What follows belongs to an exercise in optimizing a design on an open flow for small area and a short achievable clock period; a production flow would make more cautious choices.
RTL that was checked went through simulation tests only; none was proved equivalent to the original.
For run 1, only the layout was checked, not whether the RTL still works.
Power and IR drop assume default switching activity.

[flow/design.v]
`default_nettype none
package arm_exec_pkg;
    typedef logic [32-1:0] word_t;
    typedef struct packed {
        logic n;
        logic z;
        logic c;
        logic v;
    } flags_t;
    typedef enum logic [3:0] {
        OP_EOR = 4'd1,
        OP_SUB = 4'd2,
        OP_ADD = 4'd4,
        OP_TST = 4'd8,
        OP_TEQ = 4'd9,
        OP_CMP = 4'd10,
        OP_ORR = 4'd12,
        OP_MOV = 4'd13,
        OP_BIC = 4'd14,
        OP_MVN = 4'd15
    } opcode_t;
    typedef enum logic [3:0] {
        COND_EQ = 4'd0,
        COND_NE = 4'd1,
        COND_CS = 4'd2,
        COND_CC = 4'd3,
        COND_MI = 4'd4,
        COND_PL = 4'd5,
        COND_VS = 4'd6,
        COND_VC = 4'd7,
        COND_HI = 4'd8,
        COND_LS = 4'd9,
        COND_GE = 4'd10,
        COND_LT = 4'd11,
        COND_GT = 4'd12,
        COND_LE = 4'd13,
        COND_AL = 4'd14
    } cond_t;
    typedef enum logic [1:0] {
        SHIFT_LSL = 2'd0,
        SHIFT_LSR = 2'd1,
        SHIFT_ASR = 2'd2,
        SHIFT_ROR = 2'd3
    } shift_t;
    typedef enum logic [1:0] {
        FMT_DATA   = 2'd0,
        FMT_MEMORY = 2'd1,
        FMT_BRANCH = 2'd2
    } format_t;
endpackage
`default_nettype wire
`timescale 1ns/1ps
`default_nettype none
module shift_step #(
    parameter int W = 32,
    parameter int D = 1
) (
    input  logic [W+D-1:0] in,
    input  logic           s,
    output logic [W-1:0]   out
);
    assign out = ~(s ? in[W+D-1:D] : in[W-1:0]);
endmodule
module shift_ctl (
    input  logic [1:0] shift_type,
    output logic       lsl,
    output logic       asr,
    output logic       ror
);
    assign lsl = (shift_type == 2'd0);
    assign asr = (shift_type == 2'd2);
    assign ror = (shift_type == 2'd3);
endmodule
module shift_field (
    input  logic [31:0] rm_value,
    input  logic        lsl,
    input  logic        asr,
    input  logic        ror,
    output logic [62:0] field_n
);
    for (genvar i = 0; i < 32; i++) begin : g_low
        assign field_n[i] = ~(lsl ? rm_value[31 - i] : rm_value[i]);
    end
    for (genvar i = 0; i < 31; i++) begin : g_high
        assign field_n[32 + i] = ~((ror & rm_value[i]) | (asr & rm_value[31]));
    end
endmodule
module operand_shifter (
    input  logic [31:0] rm_value,
    input  logic [4:0]  amount,
    input  logic [1:0]  shift_type,
    output logic        lsl,
    output logic [31:0] shifted      
);
    logic        asr;
    logic        ror;
    logic [62:0] field_n;
    logic [46:0] st16;
    logic [38:0] st8_n;
    logic [34:0] st4;
    logic [32:0] st2_n;
    shift_ctl u_ctl (
        .shift_type (shift_type),
        .lsl        (lsl),
        .asr        (asr),
        .ror        (ror)
    );
    shift_field u_field (
        .rm_value (rm_value),
        .lsl      (lsl),
        .asr      (asr),
        .ror      (ror),
        .field_n  (field_n)
    );
    shift_step #(.W(47), .D(16)) u_st16 (.in(field_n), .s(amount[4]), .out(st16));
    shift_step #(.W(39), .D(8))  u_st8  (.in(st16),    .s(amount[3]), .out(st8_n));
    shift_step #(.W(35), .D(4))  u_st4  (.in(st8_n),   .s(amount[2]), .out(st4));
    shift_step #(.W(33), .D(2))  u_st2  (.in(st4),     .s(amount[1]), .out(st2_n));
    shift_step #(.W(32), .D(1))  u_st1  (.in(st2_n),   .s(amount[0]), .out(shifted));
endmodule
module operand_select #(
    parameter int W = 32
) (
    input  logic [W-1:0] imm,
    input  logic [W-1:0] fwd,
    input  logic [W-1:0] rev,
    input  logic         take_imm,
    input  logic         take_fwd,
    input  logic         take_rev,
    output logic [W-1:0] y
);
    assign y = (imm & {W{take_imm}}) | (fwd & {W{take_fwd}}) | (rev & {W{take_rev}});
endmodule
`default_nettype wire
`timescale 1ns/1ps
`default_nettype none
module pg_start (
    input  logic a,
    input  logic b,
    output logic gn,     
    output logic tn      
);
    assign gn = ~(a & b);
    assign tn = ~(a | b);
endmodule
module pg_n2p (
    input  logic gn,
    input  logic tn,
    input  logic gpn,
    input  logic tpn,
    output logic g,
    output logic t
);
    assign g = ~(gn & (tn | gpn));
    assign t = ~(tn | tpn);
endmodule
module pg_p2n (
    input  logic g,
    input  logic t,
    input  logic gp,
    input  logic tp,
    output logic gn,
    output logic tn
);
    assign gn = ~(g | (t & gp));
    assign tn = ~(t & tp);
endmodule
module g_n2p (
    input  logic gn,
    input  logic tn,
    input  logic gpn,
    output logic g
);
    assign g = ~(gn & (tn | gpn));
endmodule
module g_p2n (
    input  logic g,
    input  logic t,
    input  logic gp,
    output logic gn
);
    assign gn = ~(g | (t & gp));
endmodule
module xor2_cell (
    input  logic a,
    input  logic b,
    output logic y
);
    assign y = a ^ b;
endmodule
module nor4_cell (
    input  logic a,
    input  logic b,
    input  logic c,
    input  logic d,
    output logic y
);
    assign y = ~(a | b | c | d);
endmodule
module nor2_cell (
    input  logic a,
    input  logic b,
    output logic y
);
    assign y = ~(a | b);
endmodule
module zero32 (
    input  logic [31:0] x,
    output logic        zero
);
    logic [7:0] q;
    logic [1:0] h_n;
    for (genvar i = 0; i < 8; i++) begin : g_q
        nor4_cell u_nor (.a(x[4*i]), .b(x[4*i+1]), .c(x[4*i+2]), .d(x[4*i+3]), .y(q[i]));
    end
    for (genvar i = 0; i < 2; i++) begin : g_h
        nand4_cell u_nand (.a(q[4*i]), .b(q[4*i+1]), .c(q[4*i+2]), .d(q[4*i+3]), .y(h_n[i]));
    end
    nor2_cell u_all (.a(h_n[0]), .b(h_n[1]), .y(zero));
endmodule
module inv_cell (
    input  logic a,
    output logic y
);
    assign y = ~a;
endmodule
module prefix_carry #(
    parameter int W = 32
) (
    input  logic [W-1:0] a,
    input  logic [W-1:0] b,
    output logic [W-1:0] gen
);
    localparam int L = (W > 8) ? 5 : 3;    
    logic [W-1:0] g [L+1];
    logic [W-1:0] t [L+1];
    for (genvar i = 0; i < W; i++) begin : g_start
        pg_start u_cell (.a(a[i]), .b(b[i]), .gn(g[0][i]), .tn(t[0][i]));
    end
    for (genvar l = 0; l < L; l++) begin : g_level
        localparam int D = 1 << l;
        for (genvar i = 0; i < W; i++) begin : g_bit
            if (i >= 2 * D) begin : g_pg
                if (l % 2 == 0) begin : g_n
                    pg_n2p u_cell (.gn(g[l][i]), .tn(t[l][i]), .gpn(g[l][i-D]), .tpn(t[l][i-D]),
                                   .g(g[l+1][i]), .t(t[l+1][i]));
                end else begin : g_p
                    pg_p2n u_cell (.g(g[l][i]), .t(t[l][i]), .gp(g[l][i-D]), .tp(t[l][i-D]),
                                   .gn(g[l+1][i]), .tn(t[l+1][i]));
                end
            end else if (i >= D) begin : g_g
                if (l % 2 == 0) begin : g_n
                    g_n2p u_cell (.gn(g[l][i]), .tn(t[l][i]), .gpn(g[l][i-D]), .g(g[l+1][i]));
                end else begin : g_p
                    g_p2n u_cell (.g(g[l][i]), .t(t[l][i]), .gp(g[l][i-D]), .gn(g[l+1][i]));
                end
                assign t[l+1][i] = 1'b0;
            end else begin : g_pass
                inv_cell u_cell (.a(g[l][i]), .y(g[l+1][i]));
                assign t[l+1][i] = 1'b0;
            end
        end
    end
    assign gen = g[L];
endmodule
module opcode_decode (
    input  logic [3:0] opcode,
    output logic       writes_rd,
    output logic       supported
);
    always_comb begin
        case (opcode)
            4'd1, 4'd2, 4'd4, 4'd12, 4'd13, 4'd14, 4'd15: begin
                writes_rd = 1'b1;
                supported = 1'b1;
            end
            4'd8, 4'd9, 4'd10: begin
                writes_rd = 1'b0;
                supported = 1'b1;
            end
            default: begin
                writes_rd = 1'b0;
                supported = 1'b0;
            end
        endcase
    end
endmodule
module dataproc_logic (
    input  logic [3:0]  opcode,
    input  logic        sub,         
    input  logic [31:0] rn_value,
    input  logic [31:0] operand2,
    output logic [31:0] logic_res,
    output logic        z_logic,
    output logic        z_arith
);
    logic [31:0] hs;
    logic [31:0] zero_bits;
    for (genvar i = 0; i < 32; i++) begin : g_hs
        xor2_cell u_hs (.a(rn_value[i]), .b(operand2[i]), .y(hs[i]));
    end
    always_comb begin
        case (opcode)
            4'd8:    logic_res = rn_value & operand2;    
            4'd12:   logic_res = rn_value | operand2;    
            4'd13:   logic_res = operand2;               
            4'd14:   logic_res = rn_value & ~operand2;   
            4'd15:   logic_res = ~operand2;              
            default: logic_res = hs;                     
        endcase
    end
    zero32 u_z_logic (.x(logic_res), .zero(z_logic));
    logic [31:0] zero_carry;
    assign zero_carry = {rn_value[30:0] | operand2[30:0], 1'b0} & {32{~sub}};
    for (genvar i = 0; i < 32; i++) begin : g_zb
        xor2_cell u_zb (.a(hs[i]), .b(zero_carry[i]), .y(zero_bits[i]));
    end
    zero32 u_z_arith (.x(zero_bits), .zero(z_arith));
endmodule
module dataproc_adder (
    input  logic        sub,         
    input  logic [31:0] x,
    input  logic [31:0] operand2,
    output logic [31:0] sum,
    output logic        c_arith,
    output logic        v_arith,     
    output logic        v_gate
);
    logic [31:0] gen;
    logic [31:0] hx;
    logic [31:0] hxs;
    for (genvar i = 0; i < 32; i++) begin : g_hx
        xor2_cell u_hx  (.a(x[i]), .b(operand2[i]), .y(hx[i]));
        xor2_cell u_hxs (.a(hx[i]), .b(sub), .y(hxs[i]));
    end
    prefix_carry #(.W(32)) u_carry (.a(x), .b(operand2), .gen(gen));
    assign sum[0] = hxs[0];
    for (genvar i = 1; i < 32; i++) begin : g_sum
        xor2_cell u_sum (.a(hxs[i]), .b(gen[i-1]), .y(sum[i]));
    end
    xor2_cell u_c (.a(gen[31]), .b(sub), .y(c_arith));
    xor2_cell u_v (.a(operand2[31]), .b(gen[30]), .y(v_arith));
    assign v_gate = ~hx[31];
endmodule
`default_nettype wire
`timescale 1ns/1ps
`default_nettype none
module mux2i_cell (
    input  logic a,
    input  logic b,
    input  logic s,
    output logic y
);
    assign y = ~(s ? b : a);
endmodule
module condition_table (
    input  logic [3:0]  cond,
    output logic [15:0] table_out
);
    for (genvar f = 0; f < 16; f++) begin : g_flags
        localparam logic N = f[3];
        localparam logic Z = f[2];
        localparam logic C = f[1];
        localparam logic V = f[0];
        always_comb begin
            case (cond)
                4'd0:    table_out[f] = Z;
                4'd1:    table_out[f] = ~Z;
                4'd2:    table_out[f] = C;
                4'd3:    table_out[f] = ~C;
                4'd4:    table_out[f] = N;
                4'd5:    table_out[f] = ~N;
                4'd6:    table_out[f] = V;
                4'd7:    table_out[f] = ~V;
                4'd8:    table_out[f] = C & ~Z;             
                4'd9:    table_out[f] = ~C | Z;             
                4'd10:   table_out[f] = (N == V);           
                4'd11:   table_out[f] = (N != V);           
                4'd12:   table_out[f] = ~Z & (N == V);      
                4'd13:   table_out[f] = Z | (N != V);       
                default: table_out[f] = 1'b1;               
            endcase
        end
    end
endmodule
module condition_check (
    input  logic [3:0] flags,    
    input  logic [3:0] cond,
    output logic       passes
);
    logic n, z, c, v;
    assign {n, z, c, v} = flags;
    logic [15:0] table_out;
    condition_table u_table (.cond(cond), .table_out(table_out));
    logic [7:0] m1_n;    
    logic [3:0] m2;      
    logic [1:0] m3_n;    
    for (genvar j = 0; j < 8; j++) begin : g_m1
        localparam int NN = j / 4;
        localparam int CC = (j / 2) % 2;
        localparam int VV = j % 2;
        mux2i_cell u_mux (.a(table_out[8*NN + 0 + 2*CC + VV]), .b(table_out[8*NN + 4 + 2*CC + VV]),
                          .s(z), .y(m1_n[j]));
    end
    for (genvar j = 0; j < 4; j++) begin : g_m2
        localparam int NN = j / 2;
        localparam int VV = j % 2;
        mux2i_cell u_mux (.a(m1_n[4*NN + VV]), .b(m1_n[4*NN + 2 + VV]), .s(c), .y(m2[j]));
    end
    for (genvar j = 0; j < 2; j++) begin : g_m3
        mux2i_cell u_mux (.a(m2[j]), .b(m2[2 + j]), .s(n), .y(m3_n[j]));
    end
    mux2i_cell u_m4 (.a(m3_n[0]), .b(m3_n[1]), .s(v), .y(passes));
endmodule
`default_nettype wire
`timescale 1ns/1ps
`default_nettype none
module mem_row_decode (
    input  logic [7:0]  addr,
    output logic [31:0] hi,      
    output logic [31:0] lo
);
    logic [7:0] hi0;
    logic [7:0] lo0;
    logic [7:0] hi1;
    logic [7:0] lo1;
    for (genvar i = 0; i < 8; i++) begin : g_line
        assign hi0[i] = (addr[7:5] == 3'(i));
        assign lo0[i] = (addr[4:2] == 3'(i));
    end
    assign lo1 = {lo0[6:0], lo0[7]};
    assign hi1 = lo0[7] ? {hi0[6:0], hi0[7]} : hi0;
    for (genvar k = 0; k < 4; k++) begin : g_bank
        logic next;
        assign next = (addr[1:0] > 2'(k));
        assign hi[8*k +: 8] = next ? hi1 : hi0;
        assign lo[8*k +: 8] = next ? lo1 : lo0;
    end
endmodule
module aoi22_cell (
    input  logic a1,
    input  logic a2,
    input  logic b1,
    input  logic b2,
    output logic y
);
    assign y = ~((a1 & a2) | (b1 & b2));
endmodule
module nand3_cell (
    input  logic a,
    input  logic b,
    input  logic c,
    output logic y
);
    assign y = ~(a & b & c);
endmodule
module nand4_cell (
    input  logic a,
    input  logic b,
    input  logic c,
    input  logic d,
    output logic y
);
    assign y = ~(a & b & c & d);
endmodule
module byte_select8 (
    input  logic [63:0] data,    
    input  logic [7:0]  sel,
    output logic [7:0]  y
);
    for (genvar b = 0; b < 8; b++) begin : g_bit
        logic [3:0] t_n;
        for (genvar q = 0; q < 4; q++) begin : g_pair
            aoi22_cell u_aoi (
                .a1 (sel[2*q]),
                .a2 (data[8*(2*q) + b]),
                .b1 (sel[2*q+1]),
                .b2 (data[8*(2*q+1) + b]),
                .y  (t_n[q])
            );
        end
        nand4_cell u_nand (.a(t_n[0]), .b(t_n[1]), .c(t_n[2]), .d(t_n[3]), .y(y[b]));
    end
endmodule
module bank_read_mux (
    input  logic [511:0] bank,
    input  logic [7:0]   hi,
    input  logic [7:0]   lo,
    output logic [7:0]   data
);
    logic [63:0] group;      
    for (genvar h = 0; h < 8; h++) begin : g_group
        byte_select8 u_lo (.data(bank[64*h +: 64]), .sel(lo), .y(group[8*h +: 8]));
    end
    byte_select8 u_hi (.data(group), .sel(hi), .y(data));
endmodule
module addr_adder (
    input  logic [7:0] rn,
    input  logic [7:0] offset,
    input  logic       up,
    output logic [7:0] addr
);
    logic [7:0] gen;
    logic [7:0] hs;
    prefix_carry #(.W(8)) u_carry (.a(rn ^ {8{~up}}), .b(offset), .gen(gen));
    for (genvar i = 0; i < 8; i++) begin : g_bit
        xor2_cell u_hs  (.a(rn[i]), .b(offset[i]), .y(hs[i]));
    end
    assign addr[0] = hs[0];
    for (genvar i = 1; i < 8; i++) begin : g_sum
        xor2_cell u_sum (.a(hs[i]), .b(gen[i-1]), .y(addr[i]));
    end
endmodule
module mem_read_addr (
    input  logic [7:0]  rn,
    input  logic [7:0]  offset,
    input  logic        up,
    input  logic        en,
    output logic [31:0] hi,      
    output logic [31:0] lo,
    output logic [1:0]  lane
);
    logic [7:0]  addr;
    logic [31:0] hi_any;
    addr_adder u_add (
        .rn     (rn),
        .offset (offset),
        .up     (up),
        .addr   (addr)
    );
    mem_row_decode u_decode (
        .addr (addr),
        .hi   (hi_any),
        .lo   (lo)
    );
    assign hi   = hi_any & {32{en}};
    assign lane = addr[1:0];
endmodule
module mem_read_port (
    input  logic [2047:0] mem,       
    input  logic [31:0]   hi,        
    input  logic [31:0]   lo,
    output logic [31:0]   bytes      
);
    for (genvar k = 0; k < 4; k++) begin : g_bank
        bank_read_mux u_mux (
            .bank (mem[512*k +: 512]),
            .hi   (hi[8*k +: 8]),
            .lo   (lo[8*k +: 8]),
            .data (bytes[8*k +: 8])
        );
    end
endmodule
module mem_word_merge (
    input  logic [31:0] bytes,       
    input  logic [3:0]  lane,        
    input  logic [31:0] other_n,     
    output logic [31:0] word
);
    for (genvar j = 0; j < 4; j++) begin : g_lane
        for (genvar b = 0; b < 8; b++) begin : g_bit
            logic t01_n;
            logic t23_n;
            aoi22_cell u_t01 (
                .a1 (lane[(0 - j) & 3]), .a2 (bytes[8*0 + b]),
                .b1 (lane[(1 - j) & 3]), .b2 (bytes[8*1 + b]),
                .y  (t01_n)
            );
            aoi22_cell u_t23 (
                .a1 (lane[(2 - j) & 3]), .a2 (bytes[8*2 + b]),
                .b1 (lane[(3 - j) & 3]), .b2 (bytes[8*3 + b]),
                .y  (t23_n)
            );
            nand3_cell u_or (
                .a (t01_n),
                .b (t23_n),
                .c (other_n[8*(3-j) + b]),
                .y (word[8*(3-j) + b])
            );
        end
    end
endmodule
module mem_write_port (
    input  logic [7:0]   addr,
    input  logic         en,
    input  logic [31:0]  word,
    output logic [255:0] row_en,     
    output logic [255:0] row_hold,   
    output logic [31:0]  bytes       
);
    logic [31:0] hi;
    logic [31:0] lo;
    mem_row_decode u_decode (
        .addr (addr),
        .hi   (hi),
        .lo   (lo)
    );
    for (genvar k = 0; k < 4; k++) begin : g_bank
        logic [1:0] j;
        assign j = 2'(k) - addr[1:0];
        assign bytes[8*k +: 8] = word[8*(3-j) +: 8];
        for (genvar r = 0; r < 64; r++) begin : g_row
            nand3_cell u_hold (
                .a (hi[8*k + r/8]),
                .b (lo[8*k + r%8]),
                .c (en),
                .y (row_hold[64*k + r])
            );
            inv_cell u_en (.a(row_hold[64*k + r]), .y(row_en[64*k + r]));
        end
    end
endmodule
`default_nettype wire
`timescale 1ns/1ps
`default_nettype none
module executor (
    input  logic        clk,
    input  logic        nreset,
    input  logic        enable,
    input  logic [31:0] decoder_inst,
    input  logic [31:0] rn_value,
    input  logic [31:0] rd_rm_value,    
    input  logic [31:0] pc,
    output logic        ready,
    output logic [3:0]  cpsr,
    output logic        condition_passes,
    output logic [31:0] executor_inst,
    output logic        update_pc,
    output logic [31:0] new_pc,
    output logic        update_rd,
    output logic [31:0] rd_value
);
    logic [31:0] inst;
    logic [1:0]  fmt;
    assign inst = decoder_inst;
    assign fmt  = inst[27:26];
    logic cond_passes;
    condition_check u_condition_check (
        .flags  (cpsr),
        .cond   (inst[31:28]),
        .passes (condition_passes)
    );
    condition_check u_condition_internal (
        .flags  (cpsr),
        .cond   (inst[31:28]),
        .passes (cond_passes)
    );
    logic data_op;
    logic memory_op;
    logic branch_op;
    logic is_branch;
    assign data_op   = enable && (fmt == 2'd0);
    assign memory_op = enable && (fmt == 2'd1);
    assign branch_op = enable && (fmt == 2'd2);
    assign is_branch = cond_passes && branch_op;
    logic [31:0] shifted;
    logic [31:0] shifted_rev;
    logic        shift_lsl;
    operand_shifter u_operand_shifter (
        .rm_value   (rd_rm_value),
        .amount     (inst[11:7]),
        .shift_type (inst[6:5]),
        .lsl        (shift_lsl),
        .shifted    (shifted)
    );
    for (genvar i = 0; i < 32; i++) begin : g_rev
        assign shifted_rev[i] = shifted[31 - i];
    end
    logic [31:0] rotated_imm;
    assign rotated_imm = 32'({24'd0, inst[7:0], 24'd0, inst[7:0]} >> {inst[11:8], 1'b0});
    logic [29:0] link_word;
    logic [30:0] branch_sum;
    logic [31:0] branch_target;
    logic [31:0] link_value;
    assign link_word     = pc[31:2] + 30'd1;
    assign branch_sum    = {link_word, 1'b1} + {{6{inst[23]}}, inst[23:0], 1'b1};
    assign branch_target = {branch_sum[30:1], pc[1:0]};
    assign link_value    = {link_word, pc[1:0]};
    logic        link_op;
    logic [31:0] operand2;
    assign link_op = !data_op;
    operand_select #(.W(32)) u_operand2 (
        .imm      (link_op ? link_value : rotated_imm),
        .fwd      (shifted),
        .rev      (shifted_rev),
        .take_imm (inst[25] || link_op),
        .take_fwd (!inst[25] && !link_op && !shift_lsl),
        .take_rev (!inst[25] && !link_op && shift_lsl),
        .y        (operand2)
    );
    logic alu_writes_rd;
    logic alu_supported;
    opcode_decode u_opcode_decode (
        .opcode    (inst[24:21]),
        .writes_rd (alu_writes_rd),
        .supported (alu_supported)
    );
    logic op_sub;
    logic op_arith;
    assign op_sub   = data_op && ((inst[24:21] == 4'd2) || (inst[24:21] == 4'd10));
    assign op_arith = data_op && ((inst[24:21] == 4'd2) || (inst[24:21] == 4'd10)
                                  || (inst[24:21] == 4'd4));
    logic take_op;
    logic flags_op;
    assign take_op  = !nreset && ((data_op && alu_writes_rd) || (branch_op && inst[24]));
    assign flags_op = !nreset && data_op && inst[20] && alu_supported;
    logic [31:0] logic_res;
    logic        z_logic;
    logic        z_arith;
    dataproc_logic u_dataproc_logic (
        .opcode    (data_op ? inst[24:21] : 4'd13),      
        .sub       (op_sub),
        .rn_value  (rn_value),
        .operand2  (operand2),
        .logic_res (logic_res),
        .z_logic   (z_logic),
        .z_arith   (z_arith)
    );
    logic [31:0] alu_x_q;
    logic [31:0] alu_op2_q;
    logic        alu_sub_q;
    logic [31:0] logic_q;
    logic        z_logic_q;
    logic        z_arith_q;
    logic        res_arith_q;    
    logic        res_logic_q;    
    logic        flag_arith_q;   
    logic        flag_logic_q;   
    logic [3:0]  cpsr_q;         
    always_ff @(posedge clk) begin
        alu_x_q      <= rn_value ^ {32{op_sub}};
        alu_op2_q    <= operand2;
        alu_sub_q    <= op_sub;
        logic_q      <= logic_res;
        z_logic_q    <= z_logic;
        z_arith_q    <= z_arith;
        res_arith_q  <= cond_passes && take_op && op_arith;
        res_logic_q  <= cond_passes && take_op && !op_arith;
        flag_arith_q <= cond_passes && flags_op && op_arith;
        flag_logic_q <= cond_passes && flags_op && !op_arith;
        cpsr_q       <= nreset ? 4'd0 : cpsr;
    end
    logic [31:0] alu_sum;
    logic        c_arith;
    logic        v_arith;
    logic        v_gate;
    dataproc_adder u_dataproc_adder (
        .sub      (alu_sub_q),
        .x        (alu_x_q),
        .operand2 (alu_op2_q),
        .sum      (alu_sum),
        .c_arith  (c_arith),
        .v_arith  (v_arith),
        .v_gate   (v_gate)
    );
    logic [3:0] cpsr_other;
    assign cpsr_other[3] = flag_logic_q ? logic_q[31] : cpsr_q[3];
    assign cpsr_other[2] = flag_logic_q ? z_logic_q   : cpsr_q[2];
    assign cpsr_other[1] = !flag_logic_q && cpsr_q[1];
    assign cpsr_other[0] = !flag_logic_q && cpsr_q[0];
    assign cpsr[3] = flag_arith_q ? alu_sum[31] : cpsr_other[3];
    assign cpsr[2] = flag_arith_q ? z_arith_q   : cpsr_other[2];
    assign cpsr[1] = flag_arith_q ? c_arith     : cpsr_other[1];
    assign cpsr[0] = (flag_arith_q && v_gate && v_arith) || (!flag_arith_q && cpsr_other[0]);
    logic [7:0] offset8;
    logic [7:0] store_addr;
    operand_select #(.W(8)) u_offset (
        .imm      (inst[7:0]),
        .fwd      (shifted[7:0]),
        .rev      (shifted_rev[7:0]),
        .take_imm (!inst[25]),
        .take_fwd (inst[25] && !shift_lsl),
        .take_rev (inst[25] && shift_lsl),
        .y        (offset8)
    );
    addr_adder u_store_addr (
        .rn     (rn_value[7:0]),
        .offset (inst[7:0]),
        .up     (inst[23]),
        .addr   (store_addr)
    );
    logic mem_read_op;
    logic mem_read_en;
    logic mem_write_en;
    assign mem_read_op  = !nreset && memory_op && inst[20];
    assign mem_read_en  = cond_passes && mem_read_op;
    assign mem_write_en = cond_passes && (memory_op && !inst[20] && !inst[25]);
    logic [2047:0] mem;          
    logic [255:0]  mem_row_en;
    logic [255:0]  mem_row_hold;
    logic [31:0]   mem_bytes;
    mem_write_port u_mem_write (
        .addr     (store_addr),
        .en       (mem_write_en),
        .word     (rd_rm_value),
        .row_en   (mem_row_en),
        .row_hold (mem_row_hold),
        .bytes    (mem_bytes)
    );
    always_ff @(posedge clk) begin
        for (int i = 0; i < 256; i++) begin
            mem[8*i +: 8] <= (mem_bytes[8*(i/64) +: 8] & {8{mem_row_en[i]}})
                             | (mem[8*i +: 8] & {8{mem_row_hold[i]}});
        end
    end
    logic [31:0] load_hi;
    logic [31:0] load_lo;
    logic [1:0]  load_lane;
    logic [31:0] load_hi_q;
    logic [31:0] load_lo_q;
    logic [3:0]  load_lane_q;    
    logic [31:0] load_bytes;
    mem_read_addr u_mem_read_addr (
        .rn     (rn_value[7:0]),
        .offset (offset8),
        .up     (inst[23]),
        .en     (mem_read_en),
        .hi     (load_hi),
        .lo     (load_lo),
        .lane   (load_lane)
    );
    always_ff @(posedge clk) begin
        load_hi_q   <= load_hi;
        load_lo_q   <= load_lo;
        load_lane_q <= 4'b0001 << load_lane;
    end
    mem_read_port u_mem_read (
        .mem   (mem),
        .hi    (load_hi_q),
        .lo    (load_lo_q),
        .bytes (load_bytes)
    );
    logic [31:0] alu_word_n;
    assign alu_word_n = ~((alu_sum & {32{res_arith_q}}) | (logic_q & {32{res_logic_q}}));
    mem_word_merge u_mem_merge (
        .bytes   (load_bytes),
        .lane    (load_lane_q),
        .other_n (alu_word_n),
        .word    (rd_value)
    );
    logic inst_take;
    logic inst_hold;
    logic pc_take;
    logic pc_hold;
    assign inst_take = !nreset && enable;
    assign inst_hold = !nreset && !enable;
    assign pc_take   = cond_passes && (!nreset && branch_op);
    assign pc_hold   = !nreset && !(cond_passes && branch_op);
    always_ff @(posedge clk) begin
        executor_inst <= (inst & {32{inst_take}}) | (executor_inst & {32{inst_hold}});
        new_pc        <= (branch_target & {32{pc_take}}) | (new_pc & {32{pc_hold}});
    end
    always_ff @(posedge clk) begin
        if (nreset) begin
            ready     <= 1'b0;
            update_pc <= 1'b0;
            update_rd <= 1'b0;
        end else begin
            ready     <= enable;
            update_pc <= is_branch;
            update_rd <= cond_passes && ((data_op && alu_writes_rd) || (branch_op && inst[24])
                                         || mem_read_op);
        end
    end
endmodule
`default_nettype wire
[flow/flow/run.sh]
#!/bin/bash
# The standard layout (standard.sh), with two changes:
# - port buffers are a real buffer cell, not the delay cell buffer_ports
#   picks by default;
# - after synthesis every combinational cell is set to its smallest drive
#   (downsize.py), and placement and timing repair size up what needs it.
set -euo pipefail
export BUFFER_PORTS_ARGS="-buffer_cell sky130_fd_sc_hd__buf_4"
bash standard.sh synth > synth.log 2>&1
R=orfs/results/sky130hd/executor/base
python3 flow/downsize.py "$FLOW_HOME/platforms/sky130hd/lib/sky130_fd_sc_hd__tt_025C_1v80.lib" \
    $R/1_2_yosys.v $R/1_2_yosys_small.v > downsize.log 2>&1
mv $R/1_2_yosys_small.v $R/1_2_yosys.v
rm -f $R/1_synth.odb $R/1_synth.sdc
bash standard.sh > standard.log 2>&1
[flow/flow/downsize.py]
#!/usr/bin/env python3
"""Set every combinational cell of a netlist to the smallest drive of its type.

Reads the liberty file for cell areas; cells whose names differ only in the
drive suffix (_0, _1, _2, ...) share function and pins. Sequential cells,
tie cells and anything without a smaller variant are left alone. The placer
and the timing repair size cells up again where slew, load or timing need it.
usage: downsize.py LIB NETLIST_IN NETLIST_OUT
"""
import re
import sys

lib, src, dst = sys.argv[1:4]
text = open(lib).read()
area = {}
for m in re.finditer(r'cell\s*\(\s*"?(sky130_fd_sc_hd__\w+)"?\s*\)\s*\{\s*(.*?)area\s*:\s*([\d.]+)', text, re.S):
    area[m.group(1)] = float(m.group(3))

keep = ('df', 'edf', 'sdf', 'dl', 'sedf', 'conb', 'tap', 'fill', 'decap', 'lpflow', 'probe',
        'clkbuf', 'clkinv', 'clkdly', 'dlygate', 'dlymetal', 'buf', 'inv', 'bufinv', 'bufbuf')
groups = {}
for cell in area:
    m = re.match(r'sky130_fd_sc_hd__(\w+?)_(\d+)$', cell)
    if not m:
        continue
    base = m.group(1)
    if base.startswith(keep):
        continue
    groups.setdefault(base, []).append(cell)

best = {}
for base, cells in groups.items():
    # smallest area; among equal areas the larger drive
    cells.sort(key=lambda c: (area[c], -int(c.rsplit('_', 1)[1])))
    for c in cells:
        best[c] = cells[0]

count = 0
out = []
for line in open(src):
    m = re.match(r'(\s*)(sky130_fd_sc_hd__\w+)(\s.*)', line)
    if m and m.group(2) in best and best[m.group(2)] != m.group(2):
        line = m.group(1) + best[m.group(2)] + m.group(3) + '\n'
        count += 1
    out.append(line)
open(dst, 'w').write(''.join(out))
print(f'downsized {count} cells')
[flow/standard.sh]
#!/bin/bash
# synth_recipe.tcl (not shown) runs the flow's synth.tcl, then flattens the netlist and writes it again
# the make line also repeats each setting of config.mk as NAME=value (left out here)
make -C /OpenROAD-flow-scripts/flow DESIGN_CONFIG=/design/flow/config.mk WORK_HOME=/design/flow/orfs CLKGATE_MAP_FILE= SYNTH_SCRIPT=/design/flow/synth_recipe.tcl "${@:-finish}"
[flow/config.mk]
export PLATFORM = sky130hd
export DESIGN_NAME = executor
export DESIGN_NICKNAME = executor
export VERILOG_FILES = /design/flow/design.v
export SDC_FILE = /design/flow/constraint.sdc
export NUM_CORES = 8
export LEC_CHECK = 0
export CAP_MARGIN = 20
export CORE_MARGIN = 2
export CORE_UTILIZATION = 55
export CTS_CLUSTER_DIAMETER = 100
export CTS_CLUSTER_SIZE = 28
export PLACE_DENSITY = 0.65
export SETUP_SLACK_MARGIN = 5
export SLEW_MARGIN = 20
export SYNTH_HIERARCHICAL = 1
export TNS_END_PERCENT = 5
[flow/constraint.sdc]
create_clock -name core_clock -period 10.0 [get_ports {clk}]
set_input_delay 2.0000 -clock core_clock [delete_from_list [all_inputs] [get_ports {clk}]]
set_output_delay 2.0000 -clock core_clock [all_outputs]
set_load 0.01 [all_outputs]
==> notes.md, run 1 <==
* Status: no timing/DRC/antenna violations
* Worst-path clk slew at 0.07 ns
* First-pass GRT wire length at 522,000 µm
* CP max FO at 45
* Total chip power at 0.0199 W
* Setup crit end kind: output port
* PortBufs at 234
* DR vias at 84,100
* Fin Clk Skew at 0.0590 ns
* Placed Cells incl. Taps at 11,400
* Largest net degree at the start of global routing at 76
* Vias in the first global route at 79,000
* Die outline width at 424 µm
* Global-route usage over all layers at 37.8%
* Worst vdd ir at about 0.2 mV
* CP Data Arrival Time at 3.65 ns
* Vias per std cell at 7.12
* Initial DRC count at 10,900
* Layout area overhead at 10.9%
* WL/cell at 30.3 µm
* Max Buffers Root-to-Sink at 3
* TritonCTS clock tree: done
* Hold_ws at between 0.4 and 0.5 ns
* Worst min-delay path startpoint: new_pc[8]$_DFF_P_
* # H-tree levels at 3
* Netlist Area Pre-Place at 96,900 µm²
* Post-DP HPWL at roughly 220,000 µm
* Worst Max-Slew Pin Slew at 1.29 ns
* Syn Inst Count at approximately 9,700
* DRT antenna net count at 0
* Clk sinks at 2,290
* Cell count of the worst hold path at 2
* Power Density at 185 nW/µm²
* Worst EP required at 8.00 ns
* Die H at 424 µm
* Static leakage at 42.3 nW
* Starting Density at 55.2%
* Core ar. at 176,000 µm²
* Hold EP: new_pc[8]$_DFF_P_
* R2r setup slk at ~5 ns
* Non-filler cells, final at about 12,000
* Reg2Reg Launch Point: alu_op2_q[1]$_DFF_P_
* Hold Violations, Final at 0
* Relative slew slack at between 10% and 20%
* Final Cell Area at ~110,000 µm²
* Die ar. at 180,000 µm²
* DRC Markers at 0
* Worst hold path type: register to register
* Fin nets at around 9,600
* Share of layout cells above drive strength 1 at 13.8%
* Post-Syn Nets at roughly 9,800
* RSZ-0062 raised after global routing: yes
* Syn avg cell area at 10.0 µm²
* # rows at 154
* Inserted Clock Buffers at 96
* Final Setup Violations at 0
* Final Util at 61.3%
* IO Count at 235
* GRT Residual Overflow at 0
* Minimum clock period at between 5 and 6 ns
* Period Utilization, post-route at 56.5%
* Fmax at 0.177 GHz
* WL final at between 300,000 and 400,000 µm
* DR pass1 iterations at 11
* Max cap viols at 0
* GPL Wtd Cong at 0.963
* Slew Viols, Final at 0
* Area after DPL at about 99,000 µm²
* R2r worst-path depth at 21
* Clk latency of the worst-skew pair at 0.83 ns
* Yosys warnings at 18
* Critical R2R Capture: mem[245]$_DFF_P_
* Antenna violations before repair at 29
* Startpoint types: input pin
* Root Driver: clkbuf_16
* Crit Path Class: input pin to output port
[power by group]
group / switching (W) / internal (W)
logic: 0.00370 / 0.00153
registers: 0.000346 / 0.00948
clock network: 0.00298 / 0.00185
[stage by stage]
stage	setup WS [ns]	setup TNS, ns
finish	4.35	0
global route	4.28	0
CTS	4.42	0
detailed placement	3.04	0
global placement	2.87	0
floorplan	-0.387	-760.06
[metal layers]
layer | wire, µm | vias up | part of all wire (%) | GRT usage, %
met5 | 54 | - | 0.015 | 0
met4 | 23400 | 8 | 6.5 | 21.2
met3 | 35600 | 885 | 9.9 | 6.82
met2 | 156000 | 4813 | 43 | 57.0
met1 | 144000 | 41700 | 40 | 51.0
li1 | - | 36700 | - | -
[layout by cell type (no fill, tap or decap), drive strengths merged, types with 34 or more instances in the layout]
cell,instances
nand4,312
dfxtp,2290
clkbuf,103
nor2,284
xor2,216
xnor2,81
ha,41
inv,389
a22o,2053
a21oi,145
o21ai,292
o21bai,34
a222oi,40
nand2,284
buf,568
and2,47
nand3,327
a22oi,1286
mux2i,292
[area by class of cell]
class | instances | area [µm²]
multi-input cells | 6067 | 48000
clock buffers | 98 | 2440
inverters | 392 | 1560
well taps | 2340 | 2930
clock inverters | 17 | 268
fillers | 14500 | 68000
diodes | 27 | 67.6
repair buffers | 580 | 6280
flip-flops and latches | 2290 | 45900
[state kept, by name, summed over array words and instances (netlist names), 4 cells and up]
signal and cells:
mem 2048, executor_inst 32, alu_op2_q 32, load_lane_q 4
cpsr_q 4, load_lo_q 32, new_pc 32, logic_q 32
alu_x_q 32, load_hi_q 32
[worst max-delay path, stage by stage]
cell	delay [ns]
buf_4	0.36
xor2_1	0.15
a221oi_1	0.33
mux2i_1	0.12
mux2i_1	0.23
mux2i_1	0.11
mux2i_1	0.18
buf_4	0.15
[how the worst max path moves through the flow]
stage | from | end | slack, ns
2_1_floorplan | decoder_inst[28] | mem[1007]$_DFF_P_ | -0.39
3_3_place_gp | decoder_inst[5] | load_hi_q[19]$_DFF_P_ | 2.87
3_5_place_dp | decoder_inst[6] | load_hi_q[19]$_DFF_P_ | 3.04
4_1_cts | decoder_inst[29] | condition_passes | 4.42
5_1_grt | decoder_inst[28] | condition_passes | 4.28
6_report | decoder_inst[30] | condition_passes | 4.35
[repair_timing]
action                      CTS  global route
hold buffers                  0             0
buffers inserted            167            28
resized for setup           647           109
pin swaps                   249             1
gates cloned                 33             8
setup endpoints to repair  2154          2157
==> run 2: changes to the inputs <==
--- a/flow/design.v
+++ b/flow/design.v
@@ -353,34 +353,41 @@
 );
     assign y = ~(s ? b : a);
 endmodule
+module condition_entry #(
+    parameter logic [3:0] F = 4'd0
+) (
+    input  logic [3:0] cond,
+    output logic       passes
+);
+    localparam logic N = F[3];
+    localparam logic Z = F[2];
+    localparam logic C = F[1];
+    localparam logic V = F[0];
+    logic [2:0] pair;
+    logic       even;
+    logic       odd;
+    assign pair = cond[3:1];
+    always_comb begin
+        case (pair)
+            3'd0:    even = Z;
+            3'd1:    even = C;
+            3'd2:    even = N;
+            3'd3:    even = V;
+            3'd4:    even = C & ~Z;             
+            3'd5:    even = (N == V);           
+            3'd6:    even = ~Z & (N == V);      
+            default: even = 1'b1;               
+        endcase
+        odd = (pair == 3'd7) | ~even;
+    end
+    mux2i_cell u_mux (.a(~even), .b(~odd), .s(cond[0]), .y(passes));
+endmodule
 module condition_table (
     input  logic [3:0]  cond,
     output logic [15:0] table_out
 );
     for (genvar f = 0; f < 16; f++) begin : g_flags
-        localparam logic N = f[3];
-        localparam logic Z = f[2];
-        localparam logic C = f[1];
-        localparam logic V = f[0];
-        always_comb begin
-            case (cond)
-                4'd0:    table_out[f] = Z;
-                4'd1:    table_out[f] = ~Z;
-                4'd2:    table_out[f] = C;
-                4'd3:    table_out[f] = ~C;
-                4'd4:    table_out[f] = N;
-                4'd5:    table_out[f] = ~N;
-                4'd6:    table_out[f] = V;
-                4'd7:    table_out[f] = ~V;
-                4'd8:    table_out[f] = C & ~Z;             
-                4'd9:    table_out[f] = ~C | Z;             
-                4'd10:   table_out[f] = (N == V);           
-                4'd11:   table_out[f] = (N != V);           
-                4'd12:   table_out[f] = ~Z & (N == V);      
-                4'd13:   table_out[f] = Z | (N != V);       
-                default: table_out[f] = 1'b1;               
-            endcase
-        end
+        condition_entry #(.F(4'(f))) u_entry (.cond(cond), .passes(table_out[f]));
     end
 endmodule
 module condition_check (
--- a/flow/flow/run.sh
+++ b/flow/flow/run.sh
@@ -5,7 +5,7 @@
 # - after synthesis every combinational cell is set to its smallest drive
 #   (downsize.py), and placement and timing repair size up what needs it.
 set -euo pipefail
-export BUFFER_PORTS_ARGS="-buffer_cell sky130_fd_sc_hd__buf_4"
+export BUFFER_PORTS_ARGS="-buffer_cell sky130_fd_sc_hd__buf_2"
 bash standard.sh synth > synth.log 2>&1
 R=orfs/results/sky130hd/executor/base
 python3 flow/downsize.py "$FLOW_HOME/platforms/sky130hd/lib/sky130_fd_sc_hd__tt_025C_1v80.lib" \
==> notes.md, run 2 <==
* Cell count of the worst hold path at 2 (unchanged)
* Most common cell after layout, fill and taps aside: dfxtp_1
* CP Data Arrival Time at 6.21 ns (+2.56 ns)
* Largest net degree at the start of global routing at 72 (-5.3%)
* Int Pwr at 0.0127 W (-1.2%)
* IO Count at 235 (unchanged)
* Critical-path top delay cell: a222oi_1
* Total chip power at 0.0196 W (-1.2%)
* Commonest cells after routing, fill and taps aside: dfxtp_1, a22o_1, a22oi_1
* Die outline width at 424 µm (+0.13%)
* DR pass1 iterations at 13 (+2)
* Post-DP HPWL at 219,000 µm (-0.91%)
* Max cap viols at 0 (unchanged)
* Hold Violations, Final at 0 (unchanged)
* WL final at 350,000 µm (-2.2%)
* Worst Max-Slew Pin Slew at 1.06 ns (-0.224 ns)
* DRC Markers at 0 (unchanged)
* Startpoint types: input pin
* Global-route usage over all layers at 37.2% (-0.55 points)
* Post-Syn Nets at 9,829 (+0.020%)
* Setup crit end kind: register
* Layout area overhead at 9.97%
* Largest reg by FF count: mem
* WL/cell at 29.7 µm (-2.1%)
* Worst min-delay path startpoint: new_pc[7]$_DFF_P_
* DR vias at 83,900 (-0.29%)
* DRT antenna net count at 0 (unchanged)
* Clk latency of the worst-skew pair at 0.81 ns (-0.02 ns)
* Layout fillers at 14,600 (+0.94%)
* Relative slew slack at 29.2% (+15 points)
* Part of the power in registers at 50.2% (+0.8 points)
* Starting Density at 55.2% (about the same)
* Die ar. at 180,000 µm² (+0.26%)
* GPL Wtd Cong at 0.963 (about the same)
* Status: no timing/DRC/antenna violations
* Worst hold path type: register to register
* Crit-path cells: buf_16, nor2_4, buf_12, buf_12, buf_16, mux2i_1, mux2i_1, mux2i_1, mux2i_1, mux2i_1, mux2i_1, buf_4, a222oi_1, inv_1, xor2_1, o221a_2, nor4_1, nand4_1, nor2_1
* TritonCTS clock tree: done
* Worst-path clk slew at 0.10 ns (+0.03 ns)
* Fmax at 0.181 GHz (+2.4%)
* Switch share at 35.3% (-0.056 points)
* Top Family by Delay on Critical Path: multiplexers
* Syn Inst Count at 9,660 (+0.062%)
* Antenna violations before repair at 41 (+41%)
* Critical R2R Capture: mem[484]$_DFF_P_
* Max reg flops at 2,048 (unchanged)
* Vias per std cell at 7.11 (-0.14%)
* # H-tree levels at 3 (unchanged)
* Fin nets at 9,589 (-0.11%)
* Share of layout cells above drive strength 1 at 13.6% (-0.25 points)
* Initial DRC count at 10,600 (-2.8%)
* Max Buffers Root-to-Sink at 3 (unchanged)
* Minimum clock period at 5.51 ns (-0.135 ns)
* Worst EP required at 10.69 ns (+2.69 ns)
* Netlist Area Pre-Place at 97,200 µm² (+0.26%)
* Reg2Reg Launch Point: alu_op2_q[4]$_DFF_P_
* Syn avg cell area at 10.1 µm² (+0.20%)
* R2r setup slk at 4.88 ns (-0.12 ns)
* RSZ-0062 raised after global routing: yes
* Period Utilization, post-route at 55.1% (-1.3 points)
* Static leakage at 42.2 nW (-0.29%)
* Comb pwr share at 25.6% (-0.7 points)
* Slew Viols, Final at 0 (unchanged)
* GRT Residual Overflow at 0 (unchanged)
* Net Sw Power at 0.00693 W (-1.4%)
* Worst vdd ir at 0.155 mV (-23%)
* Cell count along the critical path at 19 (+11)
* PortBufs at 234 (unchanged)
* Power Density at 184 nW/µm² (-0.62%)
* Inserted Clock Buffers at 95 (-1.0%)
* Crit Path Class: input pin to register
* TNS Setup at 0 ns (unchanged)
* # rows at 154 (unchanged)
* First-pass GRT wire length at 519,000 µm (-0.64%)
* Max incr delay on CP at 0.45 ns (+0.09 ns)
* Clk sinks at 2,290 (unchanged)
* Hold EP: new_pc[7]$_DFF_P_
* Root Driver: clkbuf_16
* Yosys warnings at 33 (+15)
* Vias in the first global route at 78,500 (-0.61%)
* Core ar. at 176,000 µm² (+0.22%)
* R2r worst-path depth at 20 (-4.8%)
* Most frequent cell on the critical path: mux2i_1
* Final Setup Violations at 0 (unchanged)
* Worst Path Buf+Inv at 6 (+4)
* CP max FO at 8 (-82%)
* Clock share of power at 24.1% (-0.2 points)
* Die H at 424 µm (+0.13%)
* Fin Clk Skew at 0.0478 ns (-0.0112 ns)
run 2: cell count changes in the layout (fill, tap and decap cells not counted), sizes merged, moves of 10 or more:
cell and change:
o21ai -11, mux2i +31, nand2 -22, nand3 -10
xor2 +10, xnor2 +10, buf -20, diode -11
run 2: metrics by stage:
step / hold slack [ns] / area (µm²) / instances / util, % / worst slack, ns
4_1_cts: 0.454 / 106000 / 11800 / 60.5 / 4.62
6_report: 0.451 / 107000 / 11800 / 60.7 / 4.49
5_1_grt: 0.471 / 107000 / 11800 / 60.7 / 4.43
2_1_floorplan: 0.440 / 97200 / 9660 / - / 0.0950
3_5_place_dp: 0.439 / 98500 / 11500 / 56.0 / 2.55
3_3_place_gp: 0.436 / 98500 / 11500 / 56.0 / 2.35
run 2: worst max-delay path by stage:
| stage | from | endpoint | slack [ns] |
|---|---|---|---|
| 4_1_cts | decoder_inst[29] | condition_passes | 4.62 |
| 6_report | decoder_inst[6] | z_logic_q$_DFF_P_ | 4.49 |
| 5_1_grt | decoder_inst[8] | z_logic_q$_DFF_P_ | 4.43 |
| 3_5_place_dp | decoder_inst[5] | load_hi_q[19]$_DFF_P_ | 2.55 |
| 2_1_floorplan | decoder_inst[31] | mem[1007]$_DFF_P_ | 0.1 |
| 3_3_place_gp | decoder_inst[5] | load_hi_q[1]$_DFF_P_ | 2.35 |
run 2: timing repair:
action                     in CTS  in global routing
hold buffers                    0                  0
pin swaps                     217                  3
setup endpoints to repair    2168               2150
resized for setup             655                 57
buffers inserted              154                  9
gates cloned                   37                  1
run 2: power by group through the flow:
stage	Clock [W]	Combinational (W)	Sequential [W]
floorplan	0	0.00185	0.0104
global placement	0	0.00381	0.0101
detailed placement	0	0.00385	0.0101
CTS	0.00480	0.00483	0.00986
global route	0.00512	0.00517	0.00991
finish	0.00474	0.00503	0.00987
run 2: cell type report:
cell class / count / area [µm²] / share of cell area [%]
Clock buffer: 98 / 2390 / 2.24
Timing Repair Buffer: 556 / 5450 / 5.10
Clock inverter: 17 / 235 / 0.220
Sequential cell: 2290 / 45900 / 43.0
Antenna cell: 16 / 40.0 / 0.0375
Inverter: 396 / 1530 / 1.44
Tap cell: 2340 / 2930 / 2.74
Multi-Input combinational cell: 6081 / 48400 / 45.3
run 2: tightest hold or removal path, cell delays in order (launching register included):
cell	delay, ns
dfxtp_1	0.32
nand2_1	0.05
o21ai_1	0.05
run 2: per-layer routing:
metal  GRT usage (%)  vias to the layer above  share of wire [%]
met2            55.0                     4528                 42
met4            18.2                       44                5.6
met5               0                        -              0.076
met3            8.07                      812                 10
met1            51.5                    41800                 42
li1                -                    36700                  -
==> run 3: changes to the inputs <==
--- a/flow/flow/run.sh
+++ b/flow/flow/run.sh
@@ -5,7 +5,7 @@
 # - after synthesis every combinational cell is set to its smallest drive
 #   (downsize.py), and placement and timing repair size up what needs it.
 set -euo pipefail
-export BUFFER_PORTS_ARGS="-buffer_cell sky130_fd_sc_hd__buf_2"
+export BUFFER_PORTS_ARGS="-buffer_cell sky130_fd_sc_hd__buf_4"
 bash standard.sh synth > synth.log 2>&1
 R=orfs/results/sky130hd/executor/base
 python3 flow/downsize.py "$FLOW_HOME/platforms/sky130hd/lib/sky130_fd_sc_hd__tt_025C_1v80.lib" \
==> notes.md, run 3 <==
* Status: no timing/DRC/antenna violations
* Fmax at 0.180 GHz (-0.53%)
* # H-tree levels at 3 (unchanged)
* Initial DRC count at 10,900 (+2.1%)
* Fin Clk Skew at 0.0536 ns (+0.00582 ns)
* Final Setup Violations at 0 (unchanged)
* Core ar. at 176,000 µm² (unchanged)
* Top Family by Delay on Critical Path: multiplexers
* WL final at 346,000 µm (-1.3%)
* Crit Path Class: input pin to register
* TNS Setup at 0 ns (unchanged)
* Die ar. at 180,000 µm² (unchanged)
* Post-DP HPWL at 218,000 µm (-0.17%)
* First-pass GRT wire length at 510,000 µm (-1.8%)
* Vias in the first global route at 78,100 (-0.46%)
* Pre-CTS WS at 2.07 ns (-0.483 ns)
* Minimum clock period at 5.54 ns (+0.0291 ns)
* Crit-path cells: buf_12, nor2_4, buf_12, buf_16, mux2i_2, mux2i_1, mux2i_2, mux2i_1, mux2i_1, mux2i_1, buf_4, a222oi_1, inv_1, xor2_1, o221a_2, nor4_1, nand4_1, nor2_1
* Static leakage at 42.0 nW (-0.42%)
* Hold buffer count at CTS at 0 (unchanged)
* Yosys warnings at 33 (unchanged)
* Period Utilization, post-route at 55.4% (+0.29 points)
* CP max FO at 7 (-1)
* Syn avg cell area at 10.1 µm² (unchanged)
* Share of layout cells above drive strength 1 at 12.5% (-1.1 points)
* R2r setup slk at 4.82 ns (-0.06 ns)
* Setup crit end kind: register
* DRC Markers at 0 (unchanged)
* Post-Syn Nets at 9,829 (unchanged)
* Layout area overhead at 9.39%
* DRT antenna net count at 0 (unchanged)
* Global-route usage over all layers at 36.4% (-0.86 points)
* RSZ-0062 raised after global routing: yes
* TritonCTS clock tree: done
* Register area at 45,900 µm² (about the same)
* Die outline width at 424 µm (unchanged)
* PortBufs at 234 (unchanged)
* Startpoint types: input pin
* Vias per std cell at 7.11 (about the same)
* Fin nets at 9,561 (-0.29%)
* Worst Path Buf+Inv at 5 (-1)
* Clk latency of the worst-skew pair at 0.80 ns (about the same)
* Root Driver: clkbuf_16
* Worst EP required at 10.70 ns (about the same)
* Syn Inst Count at 9,660 (unchanged)
* Worst vdd ir at 0.172 mV (+11%)
* Clk sinks at 2,290 (unchanged)
* CP Data Arrival Time at 6.24 ns (+0.03 ns)
* Max reg flops at 2,048 (unchanged)
* WL/cell at 29.4 µm (-1.0%)
* IO Count at 235 (unchanged)
* Largest reg by FF count: mem
* Worst-path clk slew at 0.11 ns (about the same)
* Multi-input gate area at 48,000 µm² (-0.82%)
* PnR worst setup slack at 4.46 ns (-0.0291 ns)
* Inserted Clock Buffers at 95 (unchanged)
* Starting Density at 55.2% (unchanged)
* Die H at 424 µm (unchanged)
* Hold_ws at 0.461 ns (+0.0102 ns)
* Netlist Area Pre-Place at 97,200 µm² (unchanged)
* # rows at 154 (unchanged)
* Max Buffers Root-to-Sink at 3 (unchanged)
* Relative slew slack at 19.0% (-10 points)
* Largest net degree at the start of global routing at 147 (+100%)
* Slew Viols, Final at 0 (unchanged)
* Commonest cells after routing, fill and taps aside: dfxtp_1, a22o_1, a22oi_1
* Max cap viols at 0 (unchanged)
* Power Density at 183 nW/µm² (-0.33%)
* Most common cell after layout, fill and taps aside: dfxtp_1
* GPL Wtd Cong at 0.976 (+1.3%)
* GRT Residual Overflow at 0 (unchanged)
* Antenna violations before repair at 34 (-17%)
* DR pass1 iterations at 8 (-5)
* Max incr delay on CP at 0.63 ns (+0.18 ns)
* Hold Violations, Final at 0 (unchanged)
* Worst Max-Slew Pin Slew at 1.21 ns (+0.153 ns)
* Worst hold path type: register to register
* Most frequent cell on the critical path: mux2i_1
* Critical-path top delay cell: a222oi_1
* DR vias at 83,700 (-0.27%)
* Layout fillers at 14,700 (+0.50%)
-- run 3: report_power, final --
group	switching, W	internal, W	leakage, nW
clock	0.00297	0.00178	1.28
sequential	0.000336	0.00951	18.5
combinational	0.00350	0.00138	22.2
total	0.00681	0.0127	42.0
-- run 3: metrics by stage --
step	cells	util, %	total power, W	instance area [µm²]
final	11800	60.4	0.0195	106000
after global routing	11800	60.4	0.0200	106000
after CTS	11700	60.1	0.0193	106000
after detailed placement	11400	56.2	0.0140	98900
after global placement	11400	56.2	0.0139	98900
after floorplan	9660	-	0.0123	97200
-- run 3: path summary, 6_finish.rpt --
check | start | endpoint | cells past startpoint
setup reg to reg | alu_op2_q[17]$_DFF_P_ | mem[1358]$_DFF_P_ | 19
hold reg to reg | new_pc[24]$_DFF_P_ | new_pc[24]$_DFF_P_ | 2
hold / removal | new_pc[24]$_DFF_P_ | new_pc[24]$_DFF_P_ | 2
setup / recovery | decoder_inst[5] | z_logic_q$_DFF_P_ | 18
-- run 3: metal layers --
metal / global-route usage [%] / vias to the layer above / share of wire [%]
li1: - / 36700 / -
met5: 0 / - / 0.064
met2: 54.2 / 4732 / 43
met1: 51.0 / 41400 / 42
met4: 16.1 / 34 / 5.0
met3: 7.21 / 788 / 10
-- run 3: worst reg2reg max path, stage by stage (launching register included) --
cell      delay [ns]
dfxtp_1         0.41
nor2_1          0.11
nor2_1          0.24
nand2_1         0.14
nor2_1          0.21
nand2_1         0.10
o21ai_2         0.19
xor2_1          0.22
a22o_4          0.25
buf_4           0.17
mux2i_1         0.18
mux2i_1         0.10
mux2i_1         0.31
nand2b_1        0.15
nor4_4          0.39
buf_6           0.31
buf_6           0.63
nand3_1         0.45
inv_1           0.36
a22o_1          0.20
-- run 3: area by class of cell --
cell class | instances | area share [%]
clock buffers | 97 | 2.26
diodes | 15 | 0.0353
clock inverters | 16 | 0.220
flip-flops and latches | 2290 | 43.2
repair buffers | 525 | 4.97
well taps | 2340 | 2.75
inverters | 396 | 1.44
multi-input cells | 6083 | 45.1
repair inverters | 1 | 0.00471
-- run 3: repair_timing --
| item | CTS | global route |
|---|---|---|
| resized for setup | 524 | 62 |
| pin swaps | 153 | 10 |
| buffers inserted | 137 | 24 |
| endpoints found under the setup margin | 2173 | 2150 |
| cloned | 30 | 4 |
==> run 4: changes to the inputs <==
--- a/flow/config.mk
+++ b/flow/config.mk
@@ -14,4 +14,4 @@
 export SETUP_SLACK_MARGIN = 5
 export SLEW_MARGIN = 20
 export SYNTH_HIERARCHICAL = 1
-export TNS_END_PERCENT = 5
+export TNS_END_PERCENT = 1
==> notes.md, run 4 <==
* Status: no timing/DRC/antenna violations
* Clk latency of the worst-skew pair at 0.80 ns (about the same)
* Post-Syn Nets at 9,829 (unchanged)
* Crit-path cells: buf_12, nor2_4, buf_6, buf_16, mux2i_1, mux2i_1, mux2i_1, mux2i_1, mux2i_1, mux2i_1, buf_4, buf_4, buf_4, buf_4, a222oi_1, inv_1, xor2_1, o221a_2, nor4_1, nand4_1, nor2_1
* Reg2Reg Launch Point: alu_op2_q[4]$_DFF_P_
* PortBufs at 234 (unchanged)
* Max reg flops at 2,048 (unchanged)
* Max cap viols at 0 (unchanged)
* Antenna violations before repair at 34 (unchanged)
* WL/cell at 29.2 µm (-0.72%)
* Initial DRC count at 10,800 (-0.45%)
* Die ar. at 180,000 µm² (unchanged)
* Period Utilization, post-route at 58.4% (+3.0 points)
* Hold Violations, Final at 0 (unchanged)
* IO Count at 235 (unchanged)
* Max incr delay on CP at 0.38 ns (-0.25 ns)
* Int Pwr at 0.0127 W (about the same)
* R2r setup slk at 4.64 ns (-0.18 ns)
* Worst Max-Slew Pin Slew at 1.21 ns (-0.00858 ns)
* Fin nets at 9,517 (-0.46%)
* Layout area overhead at 8.20%
* RSZ-0062 raised after global routing: yes
* PnR worst setup slack at 4.16 ns (-0.296 ns)
* Vias per std cell at 7.07 (-0.53%)
* CP max FO at 6 (-1)
* Most common cell after layout, fill and taps aside: dfxtp_1
* # rows at 154 (unchanged)
* Crit Path Class: input pin to register
* First-pass GRT wire length at 507,000 µm (-0.41%)
* TNS Setup at 0 ns (unchanged)
* Yosys warnings at 33 (unchanged)
* Slew Viols, Final at 0 (unchanged)
* Worst EP required at 10.69 ns (about the same)
* Minimum clock period at 5.84 ns (+0.296 ns)
* TritonCTS clock tree: done
* Worst vdd ir at 0.166 mV (-3.2%)
* Pre-CTS WS at 2.08 ns (+0.0143 ns)
* Worst setup path startpoint: decoder_inst[5]
* CP Data Arrival Time at 6.52 ns (+0.28 ns)
* Commonest cells after routing, fill and taps aside: dfxtp_1, a22o_1, a22oi_1
* Setup crit end kind: register
* GRT Residual Overflow at 0 (unchanged)
* Cell count along the critical path at 21 (+3)
* Largest reg by FF count: mem
* Vias in the first global route at 77,500 (-0.82%)
* Critical R2R Capture: mem[1646]$_DFF_P_
* Final Setup Violations at 0 (unchanged)
* Syn avg cell area at 10.1 µm² (unchanged)
* Fin Clk Skew at 0.0481 ns (-0.00554 ns)
* Starting Density at 55.2% (unchanged)
* Core ar. at 176,000 µm² (unchanged)
* DR vias at 83,000 (-0.84%)
* Worst hold path type: register to register
* GPL Wtd Cong at 0.984 (+0.83%)
* Fmax at 0.171 GHz (-5.1%)
* Die H at 424 µm (unchanged)
* Net Sw Power at 0.00674 W (-0.99%)
* Clk sinks at 2,290 (unchanged)
* Static leakage at 41.7 nW (-0.62%)
* R2r worst-path depth at 19 (unchanged)
* # H-tree levels at 3 (unchanged)
* Startpoint types: input pin
* Post-DP HPWL at 220,000 µm (+0.55%)
* Max Buffers Root-to-Sink at 3 (unchanged)
* Switch share at 34.7% (-0.23 points)
* Power Density at 185 nW/µm² (+0.76%)
* DRC Markers at 0 (unchanged)
* Root Driver: clkbuf_16
* Worst-path clk slew at 0.11 ns (about the same)
* Clock share of power at 25.0% (+0.6 points)
* Global-route usage over all layers at 36.3% (-0.092 points)
* DRT antenna net count at 0 (unchanged)
* Critical-path top delay cell: a222oi_1
* DR pass1 iterations at 13 (+5)
* Comb pwr share at 24.3% (-0.8 points)
* Share of layout cells above drive strength 1 at 10.7% (-1.8 points)
* WL final at 342,000 µm (-1.0%)
* Inserted Clock Buffers at 96 (+1.1%)
* Critical Path Sink: z_logic_q$_DFF_P_
* Die outline width at 424 µm (unchanged)
* Part of the power in registers at 50.7% (+0.2 points)
* Largest net degree at the start of global routing at 119 (-19%)
* Netlist Area Pre-Place at 97,200 µm² (unchanged)
* Top Family by Delay on Critical Path: multiplexers
* Hold buffer count at CTS at 0 (unchanged)
* Relative slew slack at 19.6% (+0.58 points)
* Syn Inst Count at 9,660 (unchanged)
* Worst Path Buf+Inv at 8 (+3)
* Most frequent cell on the critical path: mux2i_1
## run 4: cell types whose count changed in the layout (fill, tap and decap cells not counted), moves of 21 or more
cell,delta
inv_1,+24
nand3_1,+42
a22oi_1,+47
buf_6,-23
inv_2,-21
nand3_2,-42
a22oi_2,-47
## run 4: repair_timing
action / in CTS / in global routing
endpoints found under the setup margin: 2150 / 2150
pin swaps: 107 / 12
hold endpoints to repair: 0 / 0
resized for setup: 365 / 35
setup buffers: 122 / 11
cloned: 16 / 0
## run 4: worst min path at each step
stage / startpoint / endpoint / slack, ns / cells after the start
after global routing: new_pc[21]$_DFF_P_ / new_pc[21]$_DFF_P_ / 0.48 / 2
after detailed placement: new_pc[27]$_DFF_P_ / new_pc[27]$_DFF_P_ / 0.45 / 2
after global placement: new_pc[27]$_DFF_P_ / new_pc[27]$_DFF_P_ / 0.44 / 2
after floorplan: mem[1015]$_DFF_P_ / mem[1015]$_DFF_P_ / 0.44 / 1
after CTS: new_pc[14]$_DFF_P_ / new_pc[14]$_DFF_P_ / 0.46 / 2
final: new_pc[14]$_DFF_P_ / new_pc[14]$_DFF_P_ / 0.46 / 2
## run 4: final cells by class
class | instances | area, µm²
fill | 14900 | 70800
sequential | 2290 | 45900
timing repair buffer | 484 | 4640
tap | 2340 | 2930
antenna | 17 | 42.5
clock buffer | 105 | 2550
multi-input combinational | 6080 | 47300
inverter | 396 | 1520
clock inverter | 15 | 246
## run 4: worst reg2reg max path, stage by stage (launching register included)
cell and delay (ns):
dfxtp_1 0.43, nor2_1 0.12, nor2_1 0.20, nand2_1 0.18, o21ai_1 0.24, a21oi_1 0.14
o21ai_1 0.25, xor2_1 0.21, a22o_4 0.23, buf_4 0.17, mux2i_1 0.21, mux2i_1 0.13
mux2i_2 0.26, nand2b_1 0.14, nor4_4 0.34, buf_4 0.26, buf_12 0.40, nand3_1 0.80
inv_1 0.42, a22o_1 0.20
## run 4: through the flow
| stage | cell area (µm²) | hold slack (ns) | instances | utilization, % | power, W |
|---|---|---|---|---|---|
| 2_1_floorplan | 97200 | 0.440 | 9660 | - | 0.0123 |
| 3_3_place_gp | 99000 | 0.437 | 11400 | 56.2 | 0.0139 |
| 3_5_place_dp | 99000 | 0.447 | 11400 | 56.3 | 0.0140 |
| 4_1_cts | 105000 | 0.463 | 11700 | 59.6 | 0.0193 |
| 5_1_grt | 105000 | 0.481 | 11700 | 59.8 | 0.0200 |
| 6_report | 105000 | 0.461 | 11700 | 59.8 | 0.0194 |
## run 4: power by group through the flow
stage	logic, W	clock network, W	registers (W)
after floorplan	0.00185	0	0.0104
after global placement	0.00386	0	0.0101
after detailed placement	0.00389	0	0.0101
after CTS	0.00454	0.00492	0.00983
after global routing	0.00487	0.00524	0.00988
final	0.00472	0.00485	0.00984
## run 4: routing by layer
metal | track usage (%) | part of all wire (%)
met1 | 51.3 | 42
met2 | 54.3 | 43
met3 | 7.10 | 9.7
met4 | 14.5 | 4.6
met5 | 0 | 0.066
==> run 5: changes to the inputs <==
--- a/flow/config.mk
+++ b/flow/config.mk
@@ -11,7 +11,7 @@
 export CTS_CLUSTER_DIAMETER = 100
 export CTS_CLUSTER_SIZE = 28
 export PLACE_DENSITY = 0.65
-export SETUP_SLACK_MARGIN = 5
+export SETUP_SLACK_MARGIN = 4.6
 export SLEW_MARGIN = 20
 export SYNTH_HIERARCHICAL = 1
-export TNS_END_PERCENT = 1
+export TNS_END_PERCENT = 5
==> notes.md, run 5 <==
* Crit Path Class: input pin to register
* Clock share of power at 25.1% (about the same)
* Net Sw Power at 0.00655 W (-2.8%)
* Int Pwr at 0.0124 W (-2.5%)
* Slew Viols, Final at 0 (unchanged)
* Layout fillers at 15,000 (+0.86%)
* Worst-path clk slew at 0.11 ns (about the same)
* Startpoint types: input pin
* Netlist Area Pre-Place at 97,200 µm² (unchanged)
* Status: no timing/DRC/antenna violations
* TritonCTS clock tree: done
* Fin Clk Skew at 0.0569 ns (+0.00884 ns)
* Worst hold path type: register to register
* DRC Markers at 0 (unchanged)
* Clk sinks at 2,290 (unchanged)
* Comb pwr share at 22.8% (-1.5 points)
* Syn Inst Count at 9,660 (unchanged)
* Part of the power in registers at 52.1% (+1.4 points)
* Worst Path Buf+Inv at 5 (-3)
* Layout area overhead at 6.56%
* Worst min-delay path startpoint: new_pc[24]$_DFF_P_
* Die ar. at 180,000 µm² (unchanged)
* PortBufs at 234 (unchanged)
* Max incr delay on CP at 0.56 ns (+0.18 ns)
* Total chip power at 0.0189 W (-2.6%)
* Pre-CTS WS at 2.07 ns (-0.0143 ns)
* Initial DRC count at 10,300 (-5.0%)
* Final Util at 58.9% (-0.90 points)
* IO Count at 235 (unchanged)
* Most common cell after layout, fill and taps aside: dfxtp_1
* Die H at 424 µm (unchanged)
* Relative slew slack at 20.5% (+0.83 points)
* Worst Max-Slew Pin Slew at 1.19 ns (-0.0124 ns)
* Hold_ws at 0.461 ns (+0.000699 ns)
* Yosys warnings at 33 (unchanged)
* TNS Setup at 0 ns (unchanged)
* First-pass GRT wire length at 498,000 µm (-1.8%)
* Hold Violations, Final at 0 (unchanged)
* Die outline width at 424 µm (unchanged)
* Worst vdd ir at 0.163 mV (-1.8%)
* Vias in the first global route at 77,100 (-0.47%)
* Switch share at 34.7% (-0.063 points)
* Largest net degree at the start of global routing at 147 (+24%)
* # H-tree levels at 3 (unchanged)
* DRT antenna net count at 0 (unchanged)
* RSZ-0062 raised after global routing: yes
* # rows at 154 (unchanged)
* Fin nets at 9,472 (-0.47%)
* Cell count of the worst hold path at 2 (unchanged)
* Max reg flops at 2,048 (unchanged)
* Crit-path cells: buf_12, nor2_4, clkbuf_16, mux2i_4, mux2i_1, mux2i_1, mux2i_1, mux2i_1, mux2i_1, buf_4, buf_4, a222oi_1, inv_1, xor2_1, o221a_2, nor4_1, nand4_1, nor2_1
* Power Density at 183 nW/µm² (-1.1%)
* Final Setup Violations at 0 (unchanged)
* Largest reg by FF count: mem
* Hold EP: new_pc[24]$_DFF_P_
* Period Utilization, post-route at 57.3% (-1.0 points)
* Max cap viols at 0 (unchanged)
* CP max FO at 11 (+5)
* Inserted Clock Buffers at 95 (-1.0%)
* DR vias at 82,500 (-0.54%)
* CP Data Arrival Time at 6.43 ns (-0.09 ns)
* Global-route usage over all layers at 35.4% (-0.86 points)
* Static leakage at 41.1 nW (-1.5%)
* Critical-path top delay cell: a222oi_1
* WL/cell at 28.8 µm (-1.4%)
* R2r setup slk at 4.68 ns (+0.04 ns)
* Share of layout cells above drive strength 1 at 9.34% (-1.3 points)
* Post-Syn Nets at 9,829 (unchanged)
* Critical R2R Capture: mem[604]$_DFF_P_
* PnR worst setup slack at 4.27 ns (+0.102 ns)
* Syn avg cell area at 10.1 µm² (unchanged)
run 5: worst register-to-register path: cells and delay by family, from the launching register on:
family	cells	cell delay, ns
multiplexers	2	0.48
XOR/XNOR	1	0.26
AO/OA/AOI/OAI	3	0.79
buffers and inverters	3	1.45
flip-flops	1	0.44
AND/OR/NAND/NOR	9	1.85
run 5: worst max-delay path by stage:
stage	from	to	slack [ns]	cells after the start
floorplan	decoder_inst[31]	mem[1007]$_DFF_P_	0.1	12
global placement	decoder_inst[5]	load_hi_q[19]$_DFF_P_	2.08	20
detailed placement	decoder_inst[5]	load_hi_q[19]$_DFF_P_	2.07	20
CTS	decoder_inst[23]	mem[1074]$_DFF_P_	4.34	14
global route	decoder_inst[6]	load_hi_q[16]$_DFF_P_	4.26	22
finish	decoder_inst[5]	z_logic_q$_DFF_P_	4.27	18
run 5: through the flow:
step	cell area, µm²	std cells
4_1_cts	103000	11600
3_3_place_gp	98900	11400
2_1_floorplan	97200	9660
5_1_grt	104000	11700
3_5_place_dp	98900	11400
6_report	104000	11700
run 5: power groups by stage:
stage / clock network, W / registers (W) / logic (W)
2_1_floorplan: 0 / 0.0104 / 0.00185
3_3_place_gp: 0 / 0.0100 / 0.00388
3_5_place_dp: 0 / 0.0100 / 0.00392
4_1_cts: 0.00481 / 0.00984 / 0.00407
5_1_grt: 0.00512 / 0.00989 / 0.00447
6_report: 0.00474 / 0.00985 / 0.00431
run 5: final cells by class:
class,instances,area [µm²],share of cell area (%)
diodes,14,35.0,0.0338
repair inverters,1,5.00,0.00483
clock buffers,97,2410,2.32
clock inverters,16,234,0.226
repair buffers,438,3630,3.51
inverters,396,1520,1.47
multi-input cells,6081,46900,45.3
flip-flops and latches,2290,45900,44.3
well taps,2340,2930,2.83
run 5: layer usage:
layer	track usage, %	vias to the layer above	share of wire [%]
met1	50.2	40800	42
met3	6.78	666	10
li1	-	36500	-
met5	0	-	0.068
met4	14.5	36	4.4
met2	52.8	4521	43
run 5: timing repair:
item / in CTS / in global routing
hold buffers: 0 / 0
pin swaps: 50 / 17
buffers inserted: 59 / 38
endpoints found under the hold margin: 0 / 0
gates cloned: 4 / 4
resized for setup: 126 / 105
setup endpoints to repair: 2099 / 2131

Re-timed with assumed drivers on the ports (clkbuf_16 on the clock, buf_2 on other inputs), run 5 has 4.313 ns of setup slack against 4.265 ns with ideal ports, and 3.451 ns once port delays also move by the mid clock arrival of 0.862 ns.
